From an optimization exercise on the open Yosys and OpenROAD flow, aimed at small area, a short achievable clock period and few clock cycles per item; shortcuts taken in it are not production practice. Function was checked by simulation only, so behaviour that the tests miss may differ from the original. No activity file was given, so power comes from the tool's default toggle rates.

== fjord ==
// keyed_rate_throttle_table_top
module keyed_rate_throttle_table_top #(
  parameter int unsigned SLOTS    = krtt_pkg::SlotsDefault,
  parameter int unsigned KEY_BITS = krtt_pkg::KeyBitsDefault
) (
  input  logic                                 clk_i,
  input  logic                                 rst_ni,
  input  logic                                 start,
  output logic                                 busy,
  input  logic [krtt_pkg::StreamKeyBits-1:0]   stream_key_i,
  input  logic [krtt_pkg::TimeBits-1:0]        time_ms_i,
  output logic                                 done_o,
  output logic                                 allow_o,
  output logic                                 untracked_o,
  input  logic                                 cfg_valid_i,
  output logic                                 cfg_ready_o,
  input  logic [krtt_pkg::PeriodBits-1:0]      cfg_data_i
);
Size in the first run: roughly 3500 cells after synthesis, ~1400 flip-flops, roughly 150 I/O pins, about 53000 um2 of cells after synthesis.
==> flow/config.mk <==
export PLATFORM = sky130hd
export DESIGN_NAME = keyed_rate_throttle_table_top
export DESIGN_NICKNAME = keyed_rate_throttle_table_top
export VERILOG_FILES = /design/flow/design.v
export SDC_FILE = /design/flow/constraint.sdc
export NUM_CORES = 4
export LEC_CHECK = 0
export ABC_CLOCK_PERIOD_IN_PS = 3000
export CAP_MARGIN = 20
export CORE_MARGIN = 2
export CORE_UTILIZATION = 60
export CTS_CLUSTER_DIAMETER = 75
export CTS_CLUSTER_SIZE = 25
export PLACE_DENSITY = 0.8
export SETUP_SLACK_MARGIN = 5
export SLEW_MARGIN = 20
==> flow/constraint.sdc <==
create_clock -name core_clock -period 8.4 [get_ports {clk_i}]
set_input_delay 1.6800 -clock core_clock [delete_from_list [all_inputs] [get_ports {clk_i}]]
set_output_delay 1.6800 -clock core_clock [all_outputs]
set_load 0.01 [all_outputs]
standard.sh (not shown) runs the stock make flow with config.mk's settings and CLKGATE_MAP_FILE= SYNTH_SCRIPT=/design/flow/synth_recipe.tcl, a recipe that flattens the netlist after the stock synthesis.
==> flow/flow/run.sh <==
#!/bin/bash
set -uo pipefail
bash standard.sh SETUP_SLACK_MARGIN=5.3 "BUFFER_PORTS_ARGS=-buffer_cell sky130_fd_sc_hd__buf_1" finish > standard_flow.log 2>&1
status=$?
# keep each ORFS step's own log in this folder too
if [[ -d orfs/logs ]]; then
  cp -r orfs/logs step_logs 2>/dev/null || true
fi
exit $status
Testbench counts of fjord, summed over its fixed seeds: cycles 24,016, items 24,000.
Input changes introduced in sierra (baseline for comparison: fjord):
- changing CORE_UTILIZATION from 60 to 70
- removing PLACE_DENSITY (formerly 0.8)
==> flow/flow/run.sh <==
#!/bin/bash
set -uo pipefail
bash standard.sh SETUP_SLACK_MARGIN=5.2 "BUFFER_PORTS_ARGS=-buffer_cell sky130_fd_sc_hd__buf_1" finish > standard_flow.log 2>&1
status=$?
# keep each ORFS step's own log in this folder too
if [[ -d orfs/logs ]]; then
  cp -r orfs/logs step_logs 2>/dev/null || true
fi
exit $status
### Flow results
- [diff] detailed-route wire length, sierra relative to fjord: regression
- The more densely filled core belongs to sierra, not fjord.
- Worst hold slack in sierra is 0.014 ns above fjord.
- Compared to fjord, sierra shows a narrower setup margin.
- Peak ir drop on the vdd network delta (sierra − fjord): favourable
- Summary of sierra over fjord: number of antenna violations at the first check in global routing lost 6, shortest clock period the worst path allows after layout picked up an extra 0.094 ns, number of optimization iterations in the first detailed-route pass lost 3, area of all placed cells without fillers lost 1.5%, non-clock buffer count lost 16.
> inputs changed (sierra -> umber)
- a change of CORE_UTILIZATION from 70 to 60
==> flow/flow/run.sh <==
#!/bin/bash
set -uo pipefail
bash standard.sh SETUP_SLACK_MARGIN=5.3 "BUFFER_PORTS_ARGS=-buffer_cell sky130_fd_sc_hd__buf_1" finish > standard_flow.log 2>&1
status=$?
# keep each ORFS step's own log in this folder too
if [[ -d orfs/logs ]]; then
  cp -r orfs/logs step_logs 2>/dev/null || true
fi
exit $status
==> notes.md <==
Looking at slowest cell on the critical path, the sky130_fd_sc_hd__a222oi_1 result is from umber; the sky130_fd_sc_hd__nor3_4 one comes from sierra.
Reported for umber and sierra, share of the synthesized area in compound gates (AO/OA/AOI/OAI) turned out identical to the last digit.
Total nets after synthesis: umber vs sierra — no meaningful difference
umber vs. sierra: worst setup slack went up by 0.040 ns.
The part of the total power dissipated in the clock network of sierra and that of umber are within noise of each other.
Modified inputs, amber compared to umber
==> flow/flow/run.sh <==
#!/bin/bash
set -uo pipefail
bash standard.sh SETUP_SLACK_MARGIN=5.2 "BUFFER_PORTS_ARGS=-buffer_cell sky130_fd_sc_hd__buf_1" finish > standard_flow.log 2>&1
status=$?
# keep each ORFS step's own log in this folder too
if [[ -d orfs/logs ]]; then
  cp -r orfs/logs step_logs 2>/dev/null || true
fi
exit $status
Results
Between amber and umber, the difference in number of combinational gates with multiple inputs is negligible.
Diff umber -> amber | switching power of the nets | down slightly
Reported for amber and umber, width of the chip turned out identical to the last digit.
Re CTS buffer count: umber was higher than amber.
The lower multi-input combinational cell area of amber and umber is in amber.
Cmp amber vs umber: leakage dissipation lower in amber
In amber relative to umber, buffer count from post-CTS setup fixing had gone down by more than a quarter.

* * *

keyed_rate_throttle_table_top, a different RTL version from the one above (not shown whole).
Size: roughly 3500 cells after synthesis, about 1400 flip-flops, ~150 I/O pins.
Settings: LEC_CHECK=0, ABC_CLOCK_PERIOD_IN_PS=3000, CAP_MARGIN=20, CORE_MARGIN=2, CORE_UTILIZATION=55, CTS_CLUSTER_DIAMETER=75, CTS_CLUSTER_SIZE=25, SETUP_SLACK_MARGIN=5, SLEW_MARGIN=20; clock period 8.4 ns.
==> flow/flow/run.sh <==
#!/bin/bash
set -uo pipefail
bash standard.sh SETUP_SLACK_MARGIN=5.4 "BUFFER_PORTS_ARGS=-buffer_cell sky130_fd_sc_hd__buf_1" finish > standard_flow.log 2>&1
status=$?
# keep each ORFS step's own log in this folder too
if [[ -d orfs/logs ]]; then
  cp -r orfs/logs step_logs 2>/dev/null || true
fi
exit $status
The first run went through all stages and came out clean.
Testbench counts at the start, summed over its fixed seeds: cycles 24,016, items 24,000.
Then changed:
==> flow/run.sh (new file) <==
#!/bin/bash
# synth_recipe.tcl (not shown) runs the flow's synth.tcl, then flattens the netlist and writes it again
# the make line also repeats each setting of config.mk as NAME=value (left out here)
make -C /OpenROAD-flow-scripts/flow DESIGN_CONFIG=/design/flow/config.mk WORK_HOME=/design/flow/orfs CLKGATE_MAP_FILE= SYNTH_SCRIPT=/design/flow/synth_recipe.tcl finish
Settings changed: CORE_UTILIZATION 55 to 70, CTS_CLUSTER_DIAMETER 75 to 60, CTS_CLUSTER_SIZE 25 to 20.
removed: flow/flow/run.sh
removed: flow/standard.sh
What happened:
- The new run ran to the end with no violations
- setup slack got worse by 0.24 ns
- die area came out lower by about a fifth
- wire length fell by a little under a tenth
- power climbs by a few percent
- register-to-register slack degrades by 0.24 ns
- first-iteration DRC count came out higher by roughly a tenth
- global-route usage rose by 5.6 points
- synthesized cell count does not change
Then changed:
==> flow/flow/run.sh (new file) <==
#!/bin/bash
set -uo pipefail
bash standard.sh SETUP_SLACK_MARGIN=5.6 "BUFFER_PORTS_ARGS=-buffer_cell sky130_fd_sc_hd__buf_1" finish > standard_flow.log 2>&1
status=$?
# keep each ORFS step's own log in this folder too
if [[ -d orfs/logs ]]; then
  cp -r orfs/logs step_logs 2>/dev/null || true
fi
exit $status
==> flow/standard.sh (new file) <==
#!/bin/bash
# synth_recipe.tcl (not shown) runs the flow's synth.tcl, then flattens the netlist and writes it again
# the make line also repeats each setting of config.mk as NAME=value (left out here)
make -C /OpenROAD-flow-scripts/flow DESIGN_CONFIG=/design/flow/config.mk WORK_HOME=/design/flow/orfs CLKGATE_MAP_FILE= SYNTH_SCRIPT=/design/flow/synth_recipe.tcl "${@:-finish}"
Settings changed: CORE_UTILIZATION 70 to 50, CTS_CLUSTER_DIAMETER 60 to 75, CTS_CLUSTER_SIZE 20 to 25.
removed: flow/run.sh
Result: The new run finished clean; setup slack improved by 0.28 ns; synthesized area is unchanged; register-to-register slack improved by 0.28 ns; wire length went up by 16%; clock power shrinks by 9.0%; critical path depth drops by 1; design area goes up by 6.6%; final cell count went up by 12%; worst hold slack is better by 0.0055 ns.

* * *

cedar:
Starting RTL as in the previous note.
Design keyed_rate_throttle_table_top, start of the top module:
module keyed_rate_throttle_table_top #(
  parameter int unsigned SLOTS    = krtt_pkg::SlotsDefault,
  parameter int unsigned KEY_BITS = krtt_pkg::KeyBitsDefault
) (
  input  logic                                 clk_i,
  input  logic                                 rst_ni,
  input  logic                                 start,
  output logic                                 busy,
  input  logic [krtt_pkg::StreamKeyBits-1:0]   stream_key_i,
  input  logic [krtt_pkg::TimeBits-1:0]        time_ms_i,
  output logic                                 done_o,
  output logic                                 allow_o,
  output logic                                 untracked_o,
  input  logic                                 cfg_valid_i,
  output logic                                 cfg_ready_o,
  input  logic [krtt_pkg::PeriodBits-1:0]      cfg_data_i
);
  localparam int unsigned TB = krtt_pkg::TimeBits;
  localparam int unsigned PB = krtt_pkg::PeriodBits;
  function automatic logic time_ok(input logic [TB-1:0] x, input logic [TB-1:0] y,
                                   input logic [PB-1:0] a);
    logic [TB-1:0] s, k;
    logic [63:0]   g, t;
    for (int i = 0; i < TB; i++) begin
      if (i < PB) begin
  ...
Settings: LEC_CHECK=0, ABC_CLOCK_PERIOD_IN_PS=3000, CAP_MARGIN=20, CORE_MARGIN=2, CORE_UTILIZATION=60, CTS_CLUSTER_DIAMETER=60, CTS_CLUSTER_SIZE=20, SETUP_SLACK_MARGIN=5, SLEW_MARGIN=20; clock period 8.4 ns.
==> flow/flow/run.sh <==
#!/bin/bash
set -uo pipefail
bash standard.sh SETUP_SLACK_MARGIN=5.2 "BUFFER_PORTS_ARGS=-buffer_cell sky130_fd_sc_hd__buf_1" finish > standard_flow.log 2>&1
status=$?
# keep each ORFS step's own log in this folder too
if [[ -d orfs/logs ]]; then
  cp -r orfs/logs step_logs 2>/dev/null || true
fi
exit $status
Testbench counts of cedar, summed over its fixed seeds: cycles 24,016, items 24,000.
Modified inputs, garnet compared to cedar
--- a/flow/flow/run.sh
+++ b/flow/flow/run.sh
@@ -2,3 +2,3 @@
 set -uo pipefail
-bash standard.sh SETUP_SLACK_MARGIN=5.2 "BUFFER_PORTS_ARGS=-buffer_cell sky130_fd_sc_hd__buf_1" finish > standard_flow.log 2>&1
+bash standard.sh "BUFFER_PORTS_ARGS=-buffer_cell sky130_fd_sc_hd__buf_1" finish > standard_flow.log 2>&1
 status=$?
--- a/flow/config.mk
+++ b/flow/config.mk
@@ -10,3 +10,3 @@
 export CORE_MARGIN = 2
-export CORE_UTILIZATION = 60
+export CORE_UTILIZATION = 70
 export CTS_CLUSTER_DIAMETER = 60
--- outcome ---
- Diff cedar -> garnet: worst-margin pin slew increased by 0.11 ns relative to the old numbers; area added between synthesis and finish decreased by 3.1 points relative to the old numbers; critical path depth in cells decreased by 3 relative to the old numbers; minimum clock period increased by 0.23 ns relative to the old numbers; relative contribution of sequential cells to total power increased by 3.1 points relative to the old numbers.
- The proportion of cell area occupied by registers in garnet sits 1.8 points above the value recorded for cedar.
- Across cedar and garnet, none had a timing, DRC or antenna violation.
- Going from cedar to garnet, total wirelength of the detailed-routed design decreased by about 3.4% relative to the old numbers, routed length on met3 now sits higher, worst hold slack higher.
--- input diff garnet..indigo ---
--- a/flow/config.mk
+++ b/flow/config.mk
@@ -11,4 +11,4 @@
 export CORE_UTILIZATION = 70
-export CTS_CLUSTER_DIAMETER = 60
-export CTS_CLUSTER_SIZE = 20
+export CTS_CLUSTER_DIAMETER = 75
+export CTS_CLUSTER_SIZE = 25
 export SETUP_SLACK_MARGIN = 5
indigo completed; timing, DRC and antenna clean
Share of cells above drive strength 1 was higher in garnet than in indigo.
Cell area ended up 1.6% lower on indigo than on garnet.
Leakage dissipation in indigo is about 2.2% lower than in garnet
Where wire length after detailed routing is concerned, garnet is outperformed by indigo.
Comparing indigo and garnet, the higher final critical-path share of the clock period is on garnet.

separate check: timing with driven ports:
No port has a modelled driver above. Below, the same layouts with a new extraction and two added sets of constraints.
Step 1 sets driving cells, clkbuf_16 on the clock port and buf_2 on the other inputs (assumed; they add their load-dependent delay and slew).
Step 2 times the ports against the registers' clock, not the clock port: input delays grow and output delays shrink by t, the midpoint of the rising clock arrivals with the driver on.
Three values: no drivers, after step 1, after step 2; two values: the first two.
run | t, ns | setup WS [ns] | hold slack, ns | cell pins on the clock port's net
fjord | 0.718 | 5.219 / 5.219 / 5.219 | 0.322 / 0.322 / 0.322 | 1
sierra | 0.708 | 5.125 / 5.125 / 5.125 | 0.336 / 0.336 / 0.336 | 1
umber | 0.714 | 5.164 / 5.164 / 5.164 | 0.351 / 0.351 / 0.351 | 1
amber | 0.730 | 5.156 / 5.156 / 5.156 | 0.336 / 0.336 / 0.336 | 1
the first run of note 2 | 0.732 | 5.139 / 5.139 / 5.139 | 0.335 / 0.335 / 0.335 | 1
the second run of note 2 | 0.722 | 4.899 / 4.899 / 4.899 | 0.333 / 0.333 / 0.333 | 1
the third run of note 2 | 0.736 | 5.177 / 5.177 / 5.177 | 0.338 / 0.338 / 0.338 | 1
cedar | 0.758 | 5.160 / 5.160 / 5.160 | 0.338 / 0.338 / 0.338 | 1
garnet | 0.714 | 4.932 / 4.932 / 4.932 | 0.347 / 0.347 / 0.347 | 1
indigo | 0.700 | 5.011 / 5.011 / 5.011 | 0.349 / 0.349 / 0.349 | 1
After both steps setup and hold are still met in every run listed.
